Context: an optimization exercise on an open-source flow, tuned for small area, a short achievable clock period and few clock cycles per item. The choices shown serve that exercise and are no tape-out recipe. No run shown here included a check of the RTL's function; only the layout flow was run. Power figures rest on the tool's default switching activity, not on a simulated workload.

## flow/design.v

```verilog
`default_nettype none
package modexp_pkg;
    localparam int CFG_DATA_W = 32;
    localparam int CFG_IDX_W  = 2;
    localparam logic [CFG_IDX_W-1:0] CFG_EXPONENT = 2'd0;
    localparam logic [CFG_IDX_W-1:0] CFG_MODULUS  = 2'd1;
    localparam logic [CFG_DATA_W-1:0] EXPONENT_RESET = 32'd17;
    localparam logic [CFG_DATA_W-1:0] MODULUS_RESET  = 32'd3233;
endpackage
`default_nettype wire
`default_nettype none
module modexp_ctrl
#(
    parameter int VALUE_WIDTH = 32
) (
    input  wire logic       i_clk,
    input  wire logic       i_rst_n,
    input  wire logic       i_start,
    input  wire logic       i_exp_lt2,
    input  wire logic       i_mod_lt2,
    input  wire logic       i_exp_bit,     
    input  wire logic       i_mod_msb,     
    output logic [4:0]      o_j,           
    output logic [4:0]      o_cnt,         
    output logic            o_idle,        
    output logic            o_init,        
    output logic            o_run,         
    output logic            o_mul,         
    output logic            o_last,        
    output logic            o_next_mul,    
    output logic            o_fast_red,    
    input  wire logic       i_sq_first,    
    input  wire logic [4:0] i_acc_lz,      
    input  wire logic       i_acc_le1,     
    output logic            o_busy,
    output logic            o_done
);
    typedef enum logic [1:0] {
        S_IDLE,
        S_INIT,
        S_SCAN,
        S_RUN
    } t_state;
    t_state     r_state, n_state;
    logic [4:0] r_j, n_j;
    logic [4:0] r_cnt, n_cnt;
    logic       r_mul, n_mul;
    logic       r_busy, n_busy;
    logic       r_done, n_done;
    logic last;
    assign last   = (r_state == S_RUN) && ((r_cnt == 5'd31) || (i_sq_first && i_acc_le1));
    assign o_last = last;
    always_comb begin
        n_state = r_state;
        n_j     = r_j;
        n_cnt   = r_cnt;
        n_mul   = r_mul;
        n_busy  = r_busy;
        n_done  = 1'b0;
        case (r_state)
            S_IDLE: begin
                if (i_start) begin
                    n_state = S_INIT;
                    n_busy  = 1'b1;
                end
            end
            S_INIT: begin
                n_j   = 5'd31;
                n_cnt = 5'd0;
                if (i_exp_lt2) begin
                    n_state = S_RUN;
                    n_mul   = 1'b1;
                    n_cnt   = 5'd31;
                    n_j     = 5'd0;
                end else if (i_mod_lt2) begin
                    n_state = S_IDLE;
                    n_busy  = 1'b0;
                    n_done  = 1'b1;
                end else begin
                    n_state = S_SCAN;
                end
            end
            S_SCAN: begin
                if (i_exp_bit) begin
                    n_state = S_RUN;
                    n_mul   = 1'b1;
                    n_cnt   = i_mod_msb ? 5'd31 : 5'd0;
                end else begin
                    n_j = r_j - 5'd1;
                end
            end
            S_RUN: begin
                n_cnt = i_sq_first ? i_acc_lz + 5'd1 : r_cnt + 5'd1;
                if (last) begin
                    n_cnt = 5'd0;
                    if (!r_mul && i_exp_bit) begin
                        n_mul = 1'b1;
                    end else if (r_j == 5'd0) begin
                        n_state = S_IDLE;
                        n_busy  = 1'b0;
                        n_done  = 1'b1;
                    end else begin
                        n_j   = r_j - 5'd1;
                        n_mul = 1'b0;
                    end
                end
            end
            default: begin
                n_state = S_IDLE;
                n_busy  = 1'b0;
            end
        endcase
    end
    always_ff @(posedge i_clk) begin
        if (!i_rst_n) begin
            r_state <= S_IDLE;
            r_busy  <= 1'b0;
            r_done  <= 1'b0;
        end else begin
            r_state <= n_state;
            r_busy  <= n_busy;
            r_done  <= n_done;
        end
        r_j   <= n_j;
        r_cnt <= n_cnt;
        r_mul <= n_mul;
    end
    assign o_j        = r_j;
    assign o_cnt      = r_cnt;
    assign o_idle     = (r_state == S_IDLE);
    assign o_init     = (r_state == S_INIT);
    assign o_run      = (r_state == S_RUN);
    assign o_mul      = r_mul;
    assign o_next_mul = (n_state == S_RUN) && n_mul;
    assign o_fast_red = ((r_state == S_SCAN) && i_exp_bit && i_mod_msb) ||
                        ((r_state == S_INIT) && i_exp_lt2);
    assign o_busy     = r_busy;
    assign o_done     = r_done;
endmodule
`default_nettype wire
`default_nettype none
module modexp_dp
#(
    parameter int VALUE_WIDTH = 32,
    parameter int ADD_ARCH    = 1
) (
    input  wire logic [VALUE_WIDTH-1:0] i_p,       
    input  wire logic [VALUE_WIDTH-1:0] i_b,
    input  wire logic                   i_a_bit,
    input  wire logic [VALUE_WIDTH-1:0] i_m,
    input  wire logic                   i_keep,    
    output logic      [VALUE_WIDTH-1:0] o_p_next
);
    localparam int W = VALUE_WIDTH;
    localparam int X = W + 3;    
    logic [X-1:0] x, y, nm1, nm2;
    logic [X-1:0] s1, c1, s2, c2;
    logic [X-1:0] t0, t1, t2;
    assign x   = {2'b00, i_p, 1'b0};
    assign y   = i_a_bit ? {3'b000, i_b} : '0;
    assign nm1 = ~{3'b000, i_m};
    assign nm2 = ~{2'b00, i_m, 1'b0};
    assign s1 = x ^ y ^ nm1;
    assign c1 = (x & y) | (x & nm1) | (y & nm1);
    assign s2 = x ^ y ^ nm2;
    assign c2 = (x & y) | (x & nm2) | (y & nm2);
    modexp_add #(.N(X), .ARCH(ADD_ARCH)) u_add0 (.i_a(x),  .i_b(y),                   .i_ci(1'b0), .o_sum(t0));
    modexp_add #(.N(X), .ARCH(ADD_ARCH)) u_add1 (.i_a(s1), .i_b({c1[X-2:0], 1'b0}), .i_ci(1'b1), .o_sum(t1));
    modexp_add #(.N(X), .ARCH(ADD_ARCH)) u_add2 (.i_a(s2), .i_b({c2[X-2:0], 1'b0}), .i_ci(1'b1), .o_sum(t2));
    always_comb begin
        if (!t2[X-1] && !i_keep)      o_p_next = t2[W-1:0];
        else if (!t1[X-1] && !i_keep) o_p_next = t1[W-1:0];
        else               o_p_next = t0[W-1:0];
    end
endmodule
module modexp_add
#(
    parameter int N    = 35,
    parameter int ARCH = 0
) (
    input  wire logic [N-1:0] i_a,
    input  wire logic [N-1:0] i_b,
    input  wire logic         i_ci,
    output logic      [N-1:0] o_sum
);
    localparam int L = $clog2(N);
    logic [N-1:0] g0, p0;
    logic [N-1:0] g [0:2*L];
    logic [N-1:0] p [0:2*L];
    logic [N:0]   c;
    assign g0 = i_a & i_b;
    assign p0 = i_a ^ i_b;
    always_comb begin
        for (int l = 0; l <= 2*L; l++) begin
            g[l] = '0;
            p[l] = '0;
        end
        g[0] = g0;
        p[0] = p0;
        g[0][0] = g0[0] | (p0[0] & i_ci);
        if (ARCH == 1) begin
            for (int l = 0; l < L; l++) begin
                g[l+1] = g[l];
                p[l+1] = p[l];
                for (int k = 0; k < N; k++) begin
                    if (((k >> l) & 1) == 1) begin
                        g[l+1][k] = g[l][k] | (p[l][k] & g[l][((k >> l) << l) - 1]);
                        p[l+1][k] = p[l][k] & p[l][((k >> l) << l) - 1];
                    end
                end
            end
            for (int l = L; l < 2*L; l++) begin
                g[l+1] = g[l];
                p[l+1] = p[l];
            end
        end else begin
            for (int l = 0; l < L; l++) begin
                g[l+1] = g[l];
                p[l+1] = p[l];
                for (int k = 0; k < N; k++) begin
                    if ((k % (1 << (l+1))) == (1 << (l+1)) - 1) begin
                        g[l+1][k] = g[l][k] | (p[l][k] & g[l][k - (1 << l)]);
                        p[l+1][k] = p[l][k] & p[l][k - (1 << l)];
                    end
                end
            end
            for (int l = L - 1; l >= 0; l--) begin
                g[2*L-l] = g[2*L-l-1];
                p[2*L-l] = p[2*L-l-1];
                for (int k = 0; k < N; k++) begin
                    if (k >= (1 << (l+1)) && (k % (1 << (l+1))) == (1 << l) - 1) begin
                        g[2*L-l][k] = g[2*L-l-1][k] | (p[2*L-l-1][k] & g[2*L-l-1][k - (1 << l)]);
                        p[2*L-l][k] = p[2*L-l-1][k] & p[2*L-l-1][k - (1 << l)];
                    end
                end
            end
        end
    end
    assign c     = {g[2*L], i_ci};
    assign o_sum = p0 ^ c[N-1:0];
endmodule
`default_nettype wire
`default_nettype none
module modular_exponentiation_unit
#(
    parameter int VALUE_WIDTH = 32
) (
    input  wire logic                   i_clk,
    input  wire logic                   i_rst_n,
    input  wire logic                   i_start,
    input  wire logic [VALUE_WIDTH-1:0] i_base_value,
    input  wire logic                   i_is_last,
    output logic                        o_busy,
    output logic                        o_done,
    output logic [VALUE_WIDTH-1:0]      o_power_value,
    output logic                        o_last_out,
    input  wire logic                   i_cfg_we,
    input  wire logic [modexp_pkg::CFG_IDX_W-1:0]  i_cfg_index,
    input  wire logic [modexp_pkg::CFG_DATA_W-1:0] i_cfg_data
);
    localparam int W = VALUE_WIDTH;
    logic [W-1:0] r_exponent, r_modulus, exponent;
    logic         r_exp_rst;    
    always_ff @(posedge i_clk) begin
        if (!i_rst_n) begin
            r_modulus  <= modexp_pkg::MODULUS_RESET[W-1:0];
        end else if (i_cfg_we && i_cfg_index == modexp_pkg::CFG_MODULUS) begin
            r_modulus  <= i_cfg_data[W-1:0];
        end
        if (!i_rst_n) begin
            r_exp_rst  <= 1'b1;
        end else if (i_cfg_we && i_cfg_index == modexp_pkg::CFG_EXPONENT) begin
            r_exp_rst  <= 1'b0;
        end
        if (i_rst_n && i_cfg_we && i_cfg_index == modexp_pkg::CFG_EXPONENT) begin
            r_exponent <= i_cfg_data[W-1:0];
        end
    end
    assign exponent = r_exp_rst ? modexp_pkg::EXPONENT_RESET[W-1:0] : r_exponent;
    logic       exp_lt2, mod_lt2, exp_bit;
    logic [4:0] j, cnt;
    logic       idle, init, run, mul, last, next_mul, fast_red;
    assign exp_lt2 = (exponent[W-1:1] == '0);
    assign mod_lt2 = (r_modulus[W-1:1] == '0);
    assign exp_bit = exponent[j];
    modexp_ctrl #(
        .VALUE_WIDTH(VALUE_WIDTH)
    ) u_ctrl (
        .i_clk      (i_clk),
        .i_rst_n    (i_rst_n),
        .i_start    (i_start),
        .i_exp_lt2  (exp_lt2),
        .i_mod_lt2  (mod_lt2),
        .i_exp_bit  (exp_bit),
        .i_mod_msb  (r_modulus[W-1]),
        .o_j        (j),
        .o_cnt      (cnt),
        .o_idle     (idle),
        .o_init     (init),
        .o_run      (run),
        .o_mul      (mul),
        .o_last     (last),
        .o_next_mul (next_mul),
        .o_fast_red (fast_red),
        .i_sq_first (sq_first),
        .i_acc_lz   (acc_lz),
        .i_acc_le1  (acc_le1),
        .o_busy     (o_busy),
        .o_done     (o_done)
    );
    logic [W-1:0] r_base, r_acc, r_p;
    logic         r_a_bit, r_tag, r_first, r_keep;
    logic [W-1:0] base_d, p_next, b_op;
    logic         r_first_step, a_other;
    logic         sq_first;
    logic [4:0]   acc_lz, acc_idx;
    logic         acc_le1;
    assign sq_first = run && r_first_step && !mul;
    always_comb begin
        acc_lz = 5'd30;
        for (int i = 1; i < W; i++) begin
            if (r_acc[i]) acc_lz = W - 1 - i;
        end
    end
    assign acc_le1 = (r_acc[W-1:1] == '0);
    logic         acc_bit;
    assign b_op = r_first ? {{(W-1){1'b0}}, 1'b1} : r_acc;
    modexp_dp #(
        .VALUE_WIDTH(VALUE_WIDTH)
    ) u_dp (
        .i_p      (r_p),
        .i_b      (b_op),
        .i_a_bit  (r_a_bit),
        .i_m      (r_modulus),
        .i_keep   (r_keep),
        .o_p_next (p_next)
    );
    always_comb begin
        if (idle)            base_d = i_base_value;
        else if (run && mul && !(r_first && r_modulus[W-1]))
                             base_d = {r_base[W-2:0], r_base[W-1]};
        else                 base_d = r_base;
    end
    assign acc_idx = sq_first ? acc_lz : cnt;
    assign acc_bit = r_acc[5'd30 - acc_idx];
    always_comb begin
        if (fast_red)      a_other = r_base[0];
        else if (next_mul) a_other = base_d[W-1];
        else if (run)      a_other = acc_bit;
        else               a_other = 1'b0;
    end
    always_ff @(posedge i_clk) begin
        r_base <= base_d;
        if (idle) begin
            r_tag <= i_is_last;
        end
        if (init) begin
            r_keep <= exp_lt2;
        end
        if (init) begin
            r_first <= 1'b1;
        end else if (last) begin
            r_first <= 1'b0;
        end
        if (init || last) begin
            r_acc <= p_next;
        end
        if (fast_red)  r_p <= {1'b0, r_base[W-1:1]};
        else           r_p <= (run && !last) ? p_next : '0;
        r_first_step <= !(run && !last);
        r_a_bit <= (last && !next_mul) ? 1'b1 : a_other;
    end
    assign o_power_value = r_acc;
    assign o_last_out    = r_tag;
endmodule
`default_nettype wire
```

## flow/config.mk

```make
export PLATFORM = sky130hd
export DESIGN_NAME = modular_exponentiation_unit
export DESIGN_NICKNAME = modular_exponentiation_unit
export VERILOG_FILES = /design/flow/design.v
export SDC_FILE = /design/flow/constraint.sdc
export NUM_CORES = 4
export LEC_CHECK = 0
export CAP_MARGIN = 20
export CORE_MARGIN = 2
export CORE_UTILIZATION = 40
export SETUP_SLACK_MARGIN = 4.5
export SLEW_MARGIN = 20
```

## flow/standard.sh

```bash
#!/bin/bash
# synth_recipe.tcl (not shown) runs the flow's synth.tcl, then flattens the netlist and writes it again
# the make line also repeats each setting of config.mk as NAME=value (left out here)
make -C /OpenROAD-flow-scripts/flow DESIGN_CONFIG=/design/flow/config.mk WORK_HOME=/design/flow/orfs CLKGATE_MAP_FILE= SYNTH_SCRIPT=/design/flow/synth_recipe.tcl "${@:-finish}"
```

## flow/constraint.sdc

```tcl
create_clock -name core_clock -period 9.0 [get_ports {i_clk}]
set_input_delay 1.8000 -clock core_clock [delete_from_list [all_inputs] [get_ports {i_clk}]]
set_output_delay 1.8000 -clock core_clock [all_outputs]
set_load 0.01 [all_outputs]
```

## flow/flow/run.sh

```bash
#!/bin/bash
# the standard layout, with the port buffers made from the smallest buffer cell
set -euo pipefail
export BUFFER_PORTS_ARGS="-buffer_cell sky130_fd_sc_hd__buf_1"
bash standard.sh > standard.log 2>&1
```

==> reports/results.tsv, run 1 <==
metric	value	unit
grt_use_met3	3.11	%
final.setup_skew	13.4	ps
finalWeightedCongestion	0.898	
synthesis.area	14200	um^2
detailed_place_hpwl	31700	um
cpPeakStageDelay	450	ps
clkSinkCount	181	
maxSlewHeadroom	34.3	%
crit_slowest_cell	fa_1	
first_global_vias	11565	
drc_errors	0	
layout_min_cycle_time	4330	ps
area_growth	12.4	%
die_w	192	um
grt_start_max_net_pins	67	
ant_nets	0	
final.fill_count	3444	
final_util	45.2	%
nets	1878	
regToRegStartpoint	r_a_bit	
critPathKind	reg2reg	
hold_class	reg2reg	
clock_latency	450	ps
synth_compound_area_share	18.3	%
met1_usage	31.5	%
synth_top_family_by_area	adder cells	
portBuffers	105	
vias	11676	
cts_inserted_buffers	17	
drtIter0Drc	816	
ir_worst_vdd	0.128	mV
critPathTopFamily	compound AO/OA/AOI/OAI gates	
htree_levels	4	
drv_cap	0	
ys_types	79	
arrival	4720	ps
setup_viol_count_final	0	
synthArstFlopShare	0	%
ys.flop_type	edfxtp_1	
cp-end-kind	flip-flop	
diodes	0	
antenna_found_initial	0	
grt_pass1_wl	63900	um
wl_per_cell	19.6	um
seq_area	4700	um^2
drt_pass1_iterations	5	
synth_xor_area_share	4.32	%
clock.fmax	231	MHz
timing.reg2reg.setup_slack	4670	ps
cts-root-buf	clkbuf_16	
start_util	40.2	%
chipHeight	192	um
routed_via_density	5.54	
cp_max_fo	31	
fin_setup_tns	0	ps
synthesis.nets	1771	
rsz0062_at_grt	no	
cp-endpoint	r_p[5]	
gr-total-overflow	0	
fp-row-count	69	
path_cells	nor2b_2 > buf_12 > and2_1 > fa_1 > ha_1 > and2_1 > a221o_1 > o31ai_2 > nand2_1 > o31ai_4 > o22ai_4 > buf_6 > nor2_1 > a21oi_1 > a21oi_1 > a22o_1	
synthCells	1525	
cp.required	9390	ps
run_status	finished clean	
yosys.area_share.simple	14.9	%
slew_violations	0	
critPathLaunch	r_a_bit	
tritoncts	done	
min_period_over_period	48.1	%
worstMarginPinSlew	983	ps
use_met2	36.6	%
crit_cells	16	
grtUsageTotal	22.8	%
pin_count	106	
multi_input_area	8730	um^2
synth-seq-area-share	33.1	%
start_kind	flip-flop	
ctsHoldBuffers	0	
final_layout_size_suffix_gt1_share	7.42	%
synth_edf_count	107	
yosysWarnings	6	
clk_pin_slew	80	ps
path_buf_inv	2	
clockBufferDepth	2	
synth_mux_area_share	3.44	%
coreArea	35300	um^2
syn_area_per_cell	9.31	um^2
p_per_area	161	nW/um^2
synth_fa_ha_area_share	19.4	%
die_area	37000	um^2
synth-seq-cells	181	
final-hold-violation-count	0	
layout_commonest_cell	nand2_1	
leakage	6.73	nW
mostFrequentLayoutCells	199 x nand2_1, 193 x inv_1, 107 x edfxtp_1	
r2r_end	r_p[5]	
drt_wl_total	41300	um
r2r.worst_path.cells	16	
busiest_layer	met2	
through the flow:
step | instances | setup WS, ps | hold WS [ps] | area (um^2) | total power (W)
global placement | 2056 | 3990 | 481 | 15100 | 0.00185
CTS | 2089 | 4510 | 495 | 15700 | 0.00259
finish | 2106 | 4670 | 491 | 16000 | 0.00258
global route | 2106 | 4420 | 523 | 16000 | 0.00271
detailed placement | 2056 | 3900 | 487 | 15100 | 0.00186
floorplan | 1525 | 4560 | 449 | 14200 | 0.00158
synthesized netlist by cell type (26+ instances only):
cell / count / share of area [%]
o21ai_0: 78 / 2.7
a21oi_1: 65 / 2.3
clkbuf_1: 35 / 0.92
dfxtp_1: 74 / 10
edfxtp_1: 107 / 23
nand2_1: 200 / 5.3
a21boi_0: 29 / 1.5
a22o_1: 33 / 2.0
ha_1: 99 / 8.7
fa_1: 76 / 11
xnor2_1: 35 / 2.2
xor2_1: 35 / 2.2
nor3_1: 26 / 0.92
inv_1: 193 / 5.1
nor2_1: 72 / 1.9
final cells by class:
class,instances,share of cell area (%)
Inverter,194,4.56
Sequential cell,181,29.4
Clock inverter,14,0.862
Timing Repair Buffer,135,4.22
Clock buffer,18,2.69
Multi-Input combinational cell,1103,54.7
Tap cell,461,3.61
registers in the layout (all words and copies together) (netlist names), 2 cells and up:
register and cells:
r_modulus 32, r_exponent 32, u_ctrl.r_cnt 5, u_ctrl.r_state 2, r_base 32, u_ctrl.r_j 5
r_acc 32, r_p 32
per-layer routing:
layer	part of all wire, %	wire length [um]
met5	0	0
met4	3.1	1300
met3	5.3	2180
met2	45	18800
met1	46	19100
logic make-up after synthesis:
group / Yosys count
multiplexers: 32
AO/OA/AOI/OAI: 378
buffers and inverters: 241
adder cells (fa/ha/maj): 175
XOR/XNOR: 70
flip-flops: 181
AND/OR/NAND/NOR: 448
how the worst min path moves through the flow:
stage | start | endpoint | slack, ps | depth (start not counted)
finish | r_first | r_first | 490 | 2
global route | r_base[18] | r_p[17] | 520 | 1
CTS | r_first | r_first | 500 | 2
detailed placement | r_base[12] | r_p[11] | 490 | 1
global placement | r_base[6] | r_p[5] | 480 | 1
floorplan | r_first | r_first | 450 | 2
tightest hold or removal path: cells and delay by family, from the launching register on:
family | cells | cell delay [ps]
simple gates | 2 | 110
flops | 1 | 350
power breakdown:
part,internal (W),total [W],switching [W]
Clock,0.000367,0.000737,0.000370
Sequential,0.00107,0.00125,0.000180
Combinational,0.000211,0.000588,0.000377
repair_timing:
item	4_1_cts	5_1_grt
endpoints found under the setup margin	64	63
hold endpoints to repair	0	0
gates cloned	0	1
buffers inserted	1	15
pin swaps	2	10
gates resized for setup	14	21
==> run 2: changes to the inputs <==
--- a/flow/config.mk
+++ b/flow/config.mk
@@ -9,4 +9,4 @@
 export CORE_MARGIN = 2
 export CORE_UTILIZATION = 40
-export SETUP_SLACK_MARGIN = 4.5
+export SETUP_SLACK_MARGIN = 4.75
 export SLEW_MARGIN = 20
==> run 2 against run 1 <==
  * Critical path depth rose by 5
  * Global-route usage rose by 0.51 points
  * Clock power rose by 2.8%
  * Combinational power rose by 2%
  * Clock skew barely moved
  * Total power rose by 1.4%
  * First-iteration DRC count rose by 13%
  * Final cell count rose by 0.57%
  * Critical path type unchanged
  * Still clean on timing, DRC and antenna
  * Via count rose by 0.46%
  * Register-to-register slack improved by 90 ps
==> reports/results.tsv, run 2 <==
metric	value	unit
run_status	finished clean	
die_area	37000	um^2
drt_wl_total	43000	um
regToRegStartpoint	r_a_bit	
synth_most_common_cell	nand2_1	
cp.required	9350	ps
holdWs	503	ps
synth_common_cells	200 x nand2_1, 193 x inv_1, 107 x edfxtp_1	
grt_pass1_wl	65100	um
final-hold-violation-count	0	
hold_class	reg2reg	
nets	1890	
ys.flop_type	edfxtp_1	
portBuffers	105	
synth_area_leaders	edfxtp_1 23%, fa_1 11%, dfxtp_1 10%	
final.fill_count	3346	
grt_start_max_net_pins	64	
layout_min_cycle_time	4240	ps
diodes	0	
maxSlewHeadroom	38.3	%
critPathLaunch	r_a_bit	
die_w	192	um
wl_per_cell	20.3	um
drv_cap	0	
start_util	40.2	%
synth_area_leader_cell	edfxtp_1	
ys_types	79	
met1_usage	32.6	%
p_per_area	160	nW/um^2
grt_use_met3	3.16	%
start_kind	flip-flop	
synth_top_area_share	22.6	%
final_util	46.4	%
r2r.worst_path.cells	21	
synthCells	1525	
critPathKind	reg2reg	
cts_inserted_buffers	17	
clkSinkCount	181	
synthArstFlopShare	0	%
ctsHoldBuffers	0	
synth_edf_count	107	
worstMarginPinSlew	926	ps
final_layout_size_suffix_gt1_share	10.3	%
mostFrequentLayoutCells	192 x inv_1, 191 x nand2_1, 107 x edfxtp_1	
vias	11730	
synthesis.area	14200	um^2
tritoncts	done	
cts-root-buf	clkbuf_16	
yosysWarnings	6	
timing.reg2reg.setup_slack	4760	ps
slew_violations	0	
htree_levels	4	
cp-end-kind	flip-flop	
syn_area_per_cell	9.31	um^2
grtUsageTotal	23.3	%
cp_max_fo	7	
busiest_layer	met2	
coreArea	35300	um^2
clock.fmax	236	MHz
drt_pass1_iterations	8	
setup_viol_count_final	0	
rsz0062_at_grt	yes	
clk_pin_slew	80	ps
leakage	6.89	nW
layout_commonest_cell	inv_1	
pin_count	106	
cp-endpoint	r_p[17]	
synth-seq-cells	181	
clock_latency	450	ps
r2r_end	r_p[17]	
detailed_place_hpwl	32000	um
drc_errors	0	
arrival	4590	ps
antenna_found_initial	0	
min_period_over_period	47.1	%
area_growth	15.4	%
gr-total-overflow	0	
drtIter0Drc	919	
use_met2	37.9	%
routed_via_density	5.54	
first_global_vias	11394	
ir_worst_vdd	0.129	mV
synth-seq-area-share	33.1	%
fp-row-count	69	
final.setup_skew	13.4	ps
ant_nets	0	
chipHeight	192	um
synthesis.nets	1771	
clockBufferDepth	2	
fin_setup_tns	0	ps
finalWeightedCongestion	0.889	
==> run 2: worst max-delay path, cell delays in order (launching register included) <==
cell and delay [ps]:
dfxtp_2 320, nor2b_4 130, buf_6 130, buf_16 140
and2_4 170, fa_1 500, inv_2 50, fa_2 370
nor2b_2 160, o31a_1 230, o21ai_2 110, a211oi_2 320
o21ai_2 120, a21boi_2 200, o21ai_2 80, nor2b_4 130
fa_2 360, xor2_1 150, nand2_1 70, o211ai_1 90
o21ai_1 110, a22o_1 200
==> run 2: worst min-delay path by stage <==
stage / startpoint / endpoint / slack, ps / cells after the start
after floorplan: r_first / r_first / 450 / 2
after global placement: r_base[16] / r_p[15] / 480 / 1
after detailed placement: r_base[22] / r_p[21] / 490 / 1
after CTS: r_base[16] / r_p[15] / 500 / 1
after global routing: r_base[14] / r_p[13] / 530 / 1
final: r_first / r_first / 500 / 2
==> run 2: where the power goes <==
group | switching, W | internal (W) | total (W)
logic | 0.000384 | 0.000214 | 0.000598
registers | 0.000185 | 0.00107 | 0.00126
clock network | 0.000368 | 0.000390 | 0.000758
==> run 2: layout make-up <==
type | instances | area, um^2 | share of cell area (%)
Multi-Input combinational cell | 1103 | 8930 | 54.5
Sequential cell | 181 | 4700 | 28.7
Timing Repair Buffer | 147 | 877 | 5.35
Inverter | 194 | 728 | 4.44
Tap cell | 461 | 577 | 3.52
Clock buffer | 18 | 429 | 2.62
Clock inverter | 14 | 144 | 0.878
==> run 2: metal layers <==
metal	wire length (um)	part of all wire, %	up-vias
li1	-	-	5600
met1	19700	46	5713
met2	19700	46	360
met3	2510	5.8	57
met4	1060	2.5	0
met5	0	0	-
==> run 2: kinds of logic after synthesis <==
family	count (synthesis)	share of synthesized area, %
xor+xnor	70	4.32
flops	181	33.1
mux	32	3.44
compound gates	378	18.3
buf+inv	241	6.55
simple gates	448	14.9
fa+ha+maj	175	19.4
==> run 2: stage by stage <==
stage	std cells	cell area [um^2]	setup WS (ps)	total power, W
floorplan	1525	14200	4920	0.00158
global placement	2056	15100	4190	0.00185
detailed placement	2056	15100	4100	0.00186
CTS	2099	15900	4720	0.00262
global route	2118	16400	4630	0.00274
finish	2118	16400	4760	0.00261
==> run 2: timing repair <==
action,4_1_cts,5_1_grt
pin swaps,12,26
setup endpoints to repair,64,64
gates resized for setup,33,62
gates cloned,3,2
setup buffers,8,15
==> run 3: changes to the inputs <==
--- a/flow/design.v
+++ b/flow/design.v
@@ -31,6 +31,5 @@
     output logic            o_fast_red,    
     input  wire logic       i_sq_first,    
-    input  wire logic [4:0] i_acc_lz,      
-    input  wire logic       i_acc_le1,     
+    input  wire logic [1:0] i_acc_lz,      
     output logic            o_busy,
     output logic            o_done
@@ -48,7 +47,5 @@
     logic       r_busy, n_busy;
     logic       r_done, n_done;
-    logic last;
-    assign last   = (r_state == S_RUN) && ((r_cnt == 5'd31) || (i_sq_first && i_acc_le1));
-    assign o_last = last;
+    assign o_last = (r_state == S_RUN) && (r_cnt == 5'd31);
     always_comb begin
         n_state = r_state;
@@ -91,7 +88,6 @@
             end
             S_RUN: begin
-                n_cnt = i_sq_first ? i_acc_lz + 5'd1 : r_cnt + 5'd1;
-                if (last) begin
-                    n_cnt = 5'd0;
+                n_cnt = i_sq_first ? {3'd0, i_acc_lz} + 5'd1 : r_cnt + 5'd1;
+                if (r_cnt == 5'd31) begin
                     if (!r_mul && i_exp_bit) begin
                         n_mul = 1'b1;
@@ -148,5 +144,5 @@
     input  wire logic [VALUE_WIDTH-1:0] i_b,
     input  wire logic                   i_a_bit,
-    input  wire logic [VALUE_WIDTH-1:0] i_m,
+    input  wire logic [VALUE_WIDTH-1:0] i_m_n,     
     input  wire logic                   i_keep,    
     output logic      [VALUE_WIDTH-1:0] o_p_next
@@ -159,6 +155,6 @@
     assign x   = {2'b00, i_p, 1'b0};
     assign y   = i_a_bit ? {3'b000, i_b} : '0;
-    assign nm1 = ~{3'b000, i_m};
-    assign nm2 = ~{2'b00, i_m, 1'b0};
+    assign nm1 = {3'b111, i_m_n};
+    assign nm2 = {2'b11, i_m_n, 1'b1};
     assign s1 = x ^ y ^ nm1;
     assign c1 = (x & y) | (x & nm1) | (y & nm1);
@@ -260,11 +256,11 @@
 );
     localparam int W = VALUE_WIDTH;
-    logic [W-1:0] r_exponent, r_modulus, exponent;
+    logic [W-1:0] r_exponent, r_modulus_n, exponent;    
     logic         r_exp_rst;    
     always_ff @(posedge i_clk) begin
         if (!i_rst_n) begin
-            r_modulus  <= modexp_pkg::MODULUS_RESET[W-1:0];
+            r_modulus_n <= ~modexp_pkg::MODULUS_RESET[W-1:0];
         end else if (i_cfg_we && i_cfg_index == modexp_pkg::CFG_MODULUS) begin
-            r_modulus  <= i_cfg_data[W-1:0];
+            r_modulus_n <= ~i_cfg_data[W-1:0];
         end
         if (!i_rst_n) begin
@@ -282,5 +278,5 @@
     logic       idle, init, run, mul, last, next_mul, fast_red;
     assign exp_lt2 = (exponent[W-1:1] == '0);
-    assign mod_lt2 = (r_modulus[W-1:1] == '0);
+    assign mod_lt2 = &r_modulus_n[W-1:1];
     assign exp_bit = exponent[j];
     modexp_ctrl #(
@@ -293,5 +289,5 @@
         .i_mod_lt2  (mod_lt2),
         .i_exp_bit  (exp_bit),
-        .i_mod_msb  (r_modulus[W-1]),
+        .i_mod_msb  (!r_modulus_n[W-1]),
         .o_j        (j),
         .o_cnt      (cnt),
@@ -305,5 +301,4 @@
         .i_sq_first (sq_first),
         .i_acc_lz   (acc_lz),
-        .i_acc_le1  (acc_le1),
         .o_busy     (o_busy),
         .o_done     (o_done)
@@ -314,14 +309,7 @@
     logic         r_first_step, a_other;
     logic         sq_first;
-    logic [4:0]   acc_lz, acc_idx;
-    logic         acc_le1;
+    logic [1:0]   acc_lz;
     assign sq_first = run && r_first_step && !mul;
-    always_comb begin
-        acc_lz = 5'd30;
-        for (int i = 1; i < W; i++) begin
-            if (r_acc[i]) acc_lz = W - 1 - i;
-        end
-    end
-    assign acc_le1 = (r_acc[W-1:1] == '0);
+    assign acc_lz   = r_acc[W-1] ? 2'd0 : r_acc[W-2] ? 2'd1 : r_acc[W-3] ? 2'd2 : 2'd3;
     logic         acc_bit;
     assign b_op = r_first ? {{(W-1){1'b0}}, 1'b1} : r_acc;
@@ -332,5 +320,5 @@
         .i_b      (b_op),
         .i_a_bit  (r_a_bit),
-        .i_m      (r_modulus),
+        .i_m_n    (r_modulus_n),
         .i_keep   (r_keep),
         .o_p_next (p_next)
@@ -338,13 +326,13 @@
     always_comb begin
         if (idle)            base_d = i_base_value;
-        else if (run && mul && !(r_first && r_modulus[W-1]))
+        else if (run && mul && !(r_first && !r_modulus_n[W-1]))
                              base_d = {r_base[W-2:0], r_base[W-1]};
         else                 base_d = r_base;
     end
-    assign acc_idx = sq_first ? acc_lz : cnt;
-    assign acc_bit = r_acc[5'd30 - acc_idx];
+    assign acc_bit = r_acc[5'd30 - cnt];
     always_comb begin
         if (fast_red)      a_other = r_base[0];
         else if (next_mul) a_other = base_d[W-1];
+        else if (sq_first) a_other = r_acc[5'd30 - {3'd0, acc_lz}];
         else if (run)      a_other = acc_bit;
         else               a_other = 1'b0;
@@ -369,5 +357,5 @@
         else           r_p <= (run && !last) ? p_next : '0;
         r_first_step <= !(run && !last);
-        r_a_bit <= (last && !next_mul) ? 1'b1 : a_other;
+        r_a_bit <= (last && !next_mul) ? |p_next[W-1:W-4] : a_other;
     end
     assign o_power_value = r_acc;
==> run 3 against run 2 <==
  * Still clean on timing, DRC and antenna
  * Combinational power is 19% higher
  * Register-to-register slack hardly changed
  * Clock power is 7.0% higher
  * Fmax hardly changed
  * Highest routed layer is now met5
==> reports/results.tsv, run 3 <==
metric	value	unit
fin_setup_tns	0	ps
pin_count	106	
die_area	36100	um^2
vias	11502	
final_layout_size_suffix_gt1_share	15.2	%
clock.fmax	236	MHz
drtIter0Drc	945	
grt_start_max_net_pins	65	
fp-row-count	68	
run_status	finished clean	
routed_via_density	5.61	
coreArea	34300	um^2
synth_most_common_cell	nand2_1	
finish.instance_area	16700	um^2
p_sw	0.00103	W
ctsHoldBuffers	0	
ys_types	79	
portBuffers	105	
die_w	190	um
finalWeightedCongestion	0.925	
p_seq_share	45.5	%
synthArstFlopShare	0	%
final-hold-violation-count	0	
synth-seq-cells	181	
final.fill_count	3198	
cp_max_fo	7	
synthesis.area	13800	um^2
p_comb_share	25.5	%
layout_commonest_cell	nand2_1	
grtUsageTotal	24.1	%
leakage	7.11	nW
arrival	4600	ps
power_switching_share	37.1	%
gr-total-overflow	0	
seq_area	4700	um^2
ant_nets	0	
clkPwrFrac	29.0	%
final_cells	2051	
synthesis.nets	1702	
post_dp_cell_area	14700	um^2
tritoncts	done	
chipHeight	190	um
diodes	0	
placedCellCount	1970	
first_global_vias	11292	
synth_common_cells	168 x nand2_1, 167 x inv_1, 107 x edfxtp_1	
fin_ws	4760	ps
multi_input_area	9170	um^2
grt_pass1_wl	65400	um
synth_area_leaders	edfxtp_1 23%, fa_1 11%, dfxtp_1 11%	
synth_edf_count	107	
final.setup_skew	25.9	ps
hold_depth	1	
clockBufferDepth	2	
nets	1832	
wl_per_cell	21.3	um
mostFrequentLayoutCells	163 x nand2_1, 162 x inv_1, 107 x edfxtp_1	
ir_worst_vdd	0.192	mV
synth-seq-area-share	33.9	%
start_kind	flip-flop	
detailed_place_hpwl	31600	um
p_per_area	167	nW/um^2
drt_wl_total	43800	um
ys.flop_type	edfxtp_1	
clock_latency	480	ps
synth_top_area_share	23.2	%
drc_errors	0	
drv_cap	0	
start_util	40.4	%
cts-root-buf	clkbuf_16	
drt_pass1_iterations	5	
intPower	0.00176	W
maxSlewHeadroom	27.3	%
setup_viol_count_final	0	
min_period_over_period	47.1	%
rsz0062_at_grt	yes	
clkSinkCount	181	
synth_area_leader_cell	edfxtp_1	
holdWs	491	ps
clk_pin_slew	90	ps
slew_violations	0	
layout_min_cycle_time	4240	ps
place_ws	3410	ps
critPathKind	reg2reg	
antenna_found_initial	1	
yosysWarnings	6	
hold_class	reg2reg	
htree_levels	4	
synthCells	1453	
cp.required	9360	ps
worstMarginPinSlew	1090	ps
area_growth	20.8	%
syn_area_per_cell	9.52	um^2
cp-end-kind	flip-flop	
r2r.worst_path.cells	14	
cts_inserted_buffers	17	
## run 3: cell types whose count changed after synthesis, moves of 12 or more
cell and delta:
a21boi_0 -23, inv_1 -26, o211ai_1 +29, and2_1 +16
nand2_1 -32, a211oi_1 -12, mux2i_1 +16
## run 3: stage by stage
| step | power (W) | util (%) |
|---|---|---|
| 2_1_floorplan | 0.00164 | - |
| 3_3_place_gp | 0.00195 | 42.9 |
| 3_5_place_dp | 0.00196 | 42.9 |
| 4_1_cts | 0.00279 | 46.7 |
| 5_1_grt | 0.00292 | 48.7 |
| 6_report | 0.00279 | 48.7 |
## run 3: metal layers
layer,vias to the layer above,global-route usage [%],wire (um)
met1,5596,33.2,19600
met2,412,37.0,19500
met5,-,0,11
li1,5422,-,-
met4,2,9.27,1170
met3,70,5.63,3460
## run 3: power by group through the flow
stage / logic, W / registers [W] / clock network, W
2_1_floorplan: 0.000436 / 0.00121 / 0
6_report: 0.000712 / 0.00127 / 0.000811
3_3_place_gp: 0.000671 / 0.00128 / 0
3_5_place_dp: 0.000679 / 0.00128 / 0
5_1_grt: 0.000780 / 0.00129 / 0.000853
4_1_cts: 0.000699 / 0.00126 / 0.000825
## run 3: final cells by class
type,count,area share (%)
multi-input cells,1052,54.9
inverters,168,3.79
clock buffers,17,2.55
clock inverters,15,1.21
flip-flops and latches,181,28.1
repair buffers,163,6.05
well taps,455,3.41
## run 3: kinds of logic (layout without fill, tap and decap cells)
family | Yosys count | in the layout | synth area share, %
muxes | 45 | 45 | 4.37
adders and majority gates | 178 | 178 | 20.2
and+or+nand+nor | 415 | 415 | 14.4
DFF | 181 | 181 | 33.9
buffers and inverters | 221 | 363 | 6.19
xor gates and xnor gates | 62 | 62 | 3.92
AOI/OAI and AO/OA | 351 | 352 | 17.0
## run 3: what timing repair did
| item | 4_1_cts | 5_1_grt |
|---|---|---|
| resized for setup | 86 | 87 |
| gates cloned | 4 | 2 |
| setup buffers | 14 | 29 |
| pin swaps | 22 | 50 |
| endpoints found under the setup margin | 65 | 30 |
| endpoints found under the hold margin | 0 | 0 |
## run 3: path summary, 6_finish.rpt
kind / start / end / slack (ps)
min: r_base[10] / r_p[9] / 490
max: r_a_bit / r_a_bit / 4760
min reg2reg: r_base[10] / r_p[9] / 490
max reg2reg: r_a_bit / r_a_bit / 4760
## run 3: worst max-delay path: stages, from the launching register on
cell and delay [ps]:
dfxtp_2 340, nor2b_4 230, buf_8 170, and2_4 180, fa_2 470, ha_1 340, and4_4 220, and2_4 170
a221oi_4 300, nand3_4 160, a211o_4 390, o31ai_4 290, nor2_1 80, or4_1 480, o31a_1 310
==> run 4: changes to the inputs <==
--- a/flow/design.v
+++ b/flow/design.v
@@ -313,5 +313,5 @@
     assign acc_lz   = r_acc[W-1] ? 2'd0 : r_acc[W-2] ? 2'd1 : r_acc[W-3] ? 2'd2 : 2'd3;
     logic         acc_bit;
-    assign b_op = r_first ? {{(W-1){1'b0}}, 1'b1} : r_acc;
+    assign b_op = r_acc;
     modexp_dp #(
         .VALUE_WIDTH(VALUE_WIDTH)
@@ -351,5 +351,7 @@
             r_first <= 1'b0;
         end
-        if (init || last) begin
+        if (init) begin
+            r_acc <= {{(W-1){1'b0}}, !mod_lt2 || exp_lt2};
+        end else if (last) begin
             r_acc <= p_next;
         end
==> run 4 against run 3 <==
  * Die area up 0.81%
  * Still clean on timing, DRC and antenna
  * Largest power group unchanged
  * Largest cell class unchanged
  * Synthesized cell count up 3.9%
  * Setup slack worse by 100 ps
  * Critical path depth up 5
  * Register-to-register slack worse by 100 ps
  * Sequential share of layout area down 1.4 points
  * Total power down 16%
  * Critical path type unchanged
==> reports/results.tsv, run 4 <==
metric	value	unit
yosysWarnings	6	
start_kind	flip-flop	
portBuffers	105	
synth_mux_area_share	5.33	%
yosys.area_share.simple	14.4	%
place_ws	3680	ps
drt_wl_total	43800	um
synth_top_family_by_area	adder cells	
grtUsageTotal	24.2	%
fin_ws	4660	ps
nets	1873	
synth_compound_area_share	17.9	%
tritoncts	done	
setup_viol_count_final	0	
arrival	4720	ps
grt_start_max_net_pins	75	
post_dp_cell_area	14700	um^2
ys_types	90	
synth_edf_count	76	
diodes	0	
area_growth	17.6	%
wl_per_cell	20.9	um
clock_latency	450	ps
die_area	36400	um^2
mostFrequentLayoutCells	184 x nand2_1, 167 x inv_1, 105 x buf_1	
hold_class	reg2reg	
placedCellCount	2019	
critPathKind	reg2reg	
final-hold-violation-count	0	
routed_via_density	5.58	
pin_count	106	
synthArstFlopShare	0	%
synth_area_leader_cell	edfxtp_1	
first_global_vias	11392	
drc_errors	0	
ys.flop_type	dfxtp_1	
maxSlewHeadroom	36.5	%
gr-total-overflow	0	
syn_area_per_cell	9.25	um^2
holdWs	479	ps
layout_min_cycle_time	4340	ps
clk_pin_slew	70	ps
synthesis.nets	1755	
detailed_place_hpwl	32400	um
min_period_over_period	48.2	%
synth_xor_area_share	4.56	%
coreArea	34500	um^2
leakage	6.99	nW
layout_commonest_cell	nand2_1	
fp-row-count	68	
synth-seq-area-share	31.4	%
final.setup_skew	11.2	ps
drv_cap	0	
synth_fa_ha_area_share	19.7	%
clkSinkCount	181	
clock.fmax	230	MHz
die_w	191	um
final_layout_size_suffix_gt1_share	13.1	%
htree_levels	4	
cp.required	9380	ps
ir_worst_vdd	0.136	mV
cp-end-kind	flip-flop	
ant_nets	0	
synth_common_cells	186 x nand2_1, 169 x inv_1, 105 x dfxtp_1	
clockBufferDepth	2	
grt_pass1_wl	66600	um
cts_inserted_buffers	17	
synth_top_area_share	16.4	%
finish.instance_area	16400	um^2
cp_max_fo	8	
finalWeightedCongestion	0.918	
cts-root-buf	clkbuf_16	
drt_pass1_iterations	7	
chipHeight	191	um
vias	11693	
antenna_found_initial	2	
slew_violations	0	
synthesis.area	14000	um^2
rsz0062_at_grt	yes	
final_cells	2095	
fin_setup_tns	0	ps
synth_area_leaders	edfxtp_1 16%, dfxtp_1 15%, fa_1 11%	
final.fill_count	3271	
synthCells	1509	
drtIter0Drc	957	
ctsHoldBuffers	0	
synth-seq-cells	181	
p_per_area	143	nW/um^2
synth_most_common_cell	nand2_1	
run_status	finished clean	
start_util	40.5	%
worstMarginPinSlew	950	ps
-- run 4: changes by cell type after synthesis, moves of 6 or more --
cell,delta
a211oi_1,+15
a21oi_1,+9
a22o_1,-16
and2_1,-6
dfxtp_1,+31
edfxtp_1,-31
mux2i_1,+12
nand2_1,+18
nand3_1,+6
nor2_1,+12
o21ai_1,+12
xnor2_1,+6
-- run 4: logic make-up (layout without fill, tap and decap cells) --
group                    after synthesis  after routing
AND/OR/NAND/NOR                      427            427
flip-flops                           181            181
multiplexers                          58             58
adder cells (fa/ha/maj)              175            175
buffers and inverters                230            357
AO/OA/AOI/OAI                        367            371
XOR/XNOR                              71             71
-- run 4: where the power goes --
| part | total [W] | internal [W] | switching, W | leakage (nW) |
|---|---|---|---|---|
| Clock | 0.000765 | 0.000413 | 0.000352 | 0.288 |
| Sequential | 0.00113 | 0.00101 | 0.000120 | 1.58 |
| Combinational | 0.000460 | 0.000149 | 0.000311 | 5.12 |
-- run 4: repair_timing --
item,4_1_cts,5_1_grt
gates resized for setup,28,97
pin swaps,14,46
gates cloned,6,2
buffers inserted,21,15
setup endpoints to repair,65,65
-- run 4: layout make-up --
class	instances	area, um^2	area share [%]
multi-input cells	1102	9190	56.0
flip-flops and latches	181	4390	26.7
repair buffers	156	1040	6.36
inverters	169	637	3.88
well taps	455	569	3.47
clock buffers	18	429	2.62
clock inverters	14	153	0.930
-- run 4: critical path, cell delays in order, from the launching register on --
cell      delay (ps)
dfxtp_4          420
buf_12           150
and2_4           160
inv_4             50
fa_2             590
inv_2             50
ha_4             220
a211oi_4         270
o211ai_2         150
a41o_4           310
a311oi_4         420
nor3_2           130
o21ai_4          250
a21oi_4          130
buf_12           210
buf_8            130
mux2i_4          180
mux2i_1          200
nand2_1           90
a21oi_2          160
-- run 4: metal layers --
layer  part of all wire, %  GRT usage, %  routed length [um]
met3                   5.9          3.46                2580
met5                     0             0                   0
met1                    47          35.1               20500
met2                    45          37.6               19800
met4                   2.2          6.50                 974
-- run 4: final timing paths --
| check | endpoint | slack [ps] | start | cells after the start |
|---|---|---|---|---|
| max | r_acc[28] | 4660 | r_a_bit | 19 |
| min | r_first | 480 | r_first | 2 |
| max reg2reg | r_acc[28] | 4660 | r_a_bit | 19 |
| min reg2reg | r_first | 480 | r_first | 2 |
-- run 4: metrics by stage --
step                util [%]  total power [W]
global route            47.6          0.00245
detailed placement      42.8          0.00158
floorplan                  -          0.00139
global placement        42.8          0.00157
CTS                     46.0          0.00235
finish                  47.6          0.00235

[re-timing with driven ports]
No port has a modelled driver above. Below, the same layouts with a new extraction and two added sets of constraints. Step 1, drivers: a clkbuf_16 drives i_clk and a buf_2 each remaining input, both assumed. Step 2 also shifts input and output timing later by t, the mid clock arrival at the registers, as if the neighbouring blocks saw the same clock. Three values: ideal ports, drivers, drivers and shift; two values: the first two.
run	t, ns	slack for setup (ns)	pins driven straight from the clock port
run 1	0.497	4.674 / 4.674 / 4.674	1
run 2	0.491	4.761 / 4.761 / 4.761	1
run 3	0.516	4.762 / 4.762 / 4.762	1
run 4	0.491	4.661 / 4.661 / 4.661	1
After both steps every run listed still meets setup and hold.
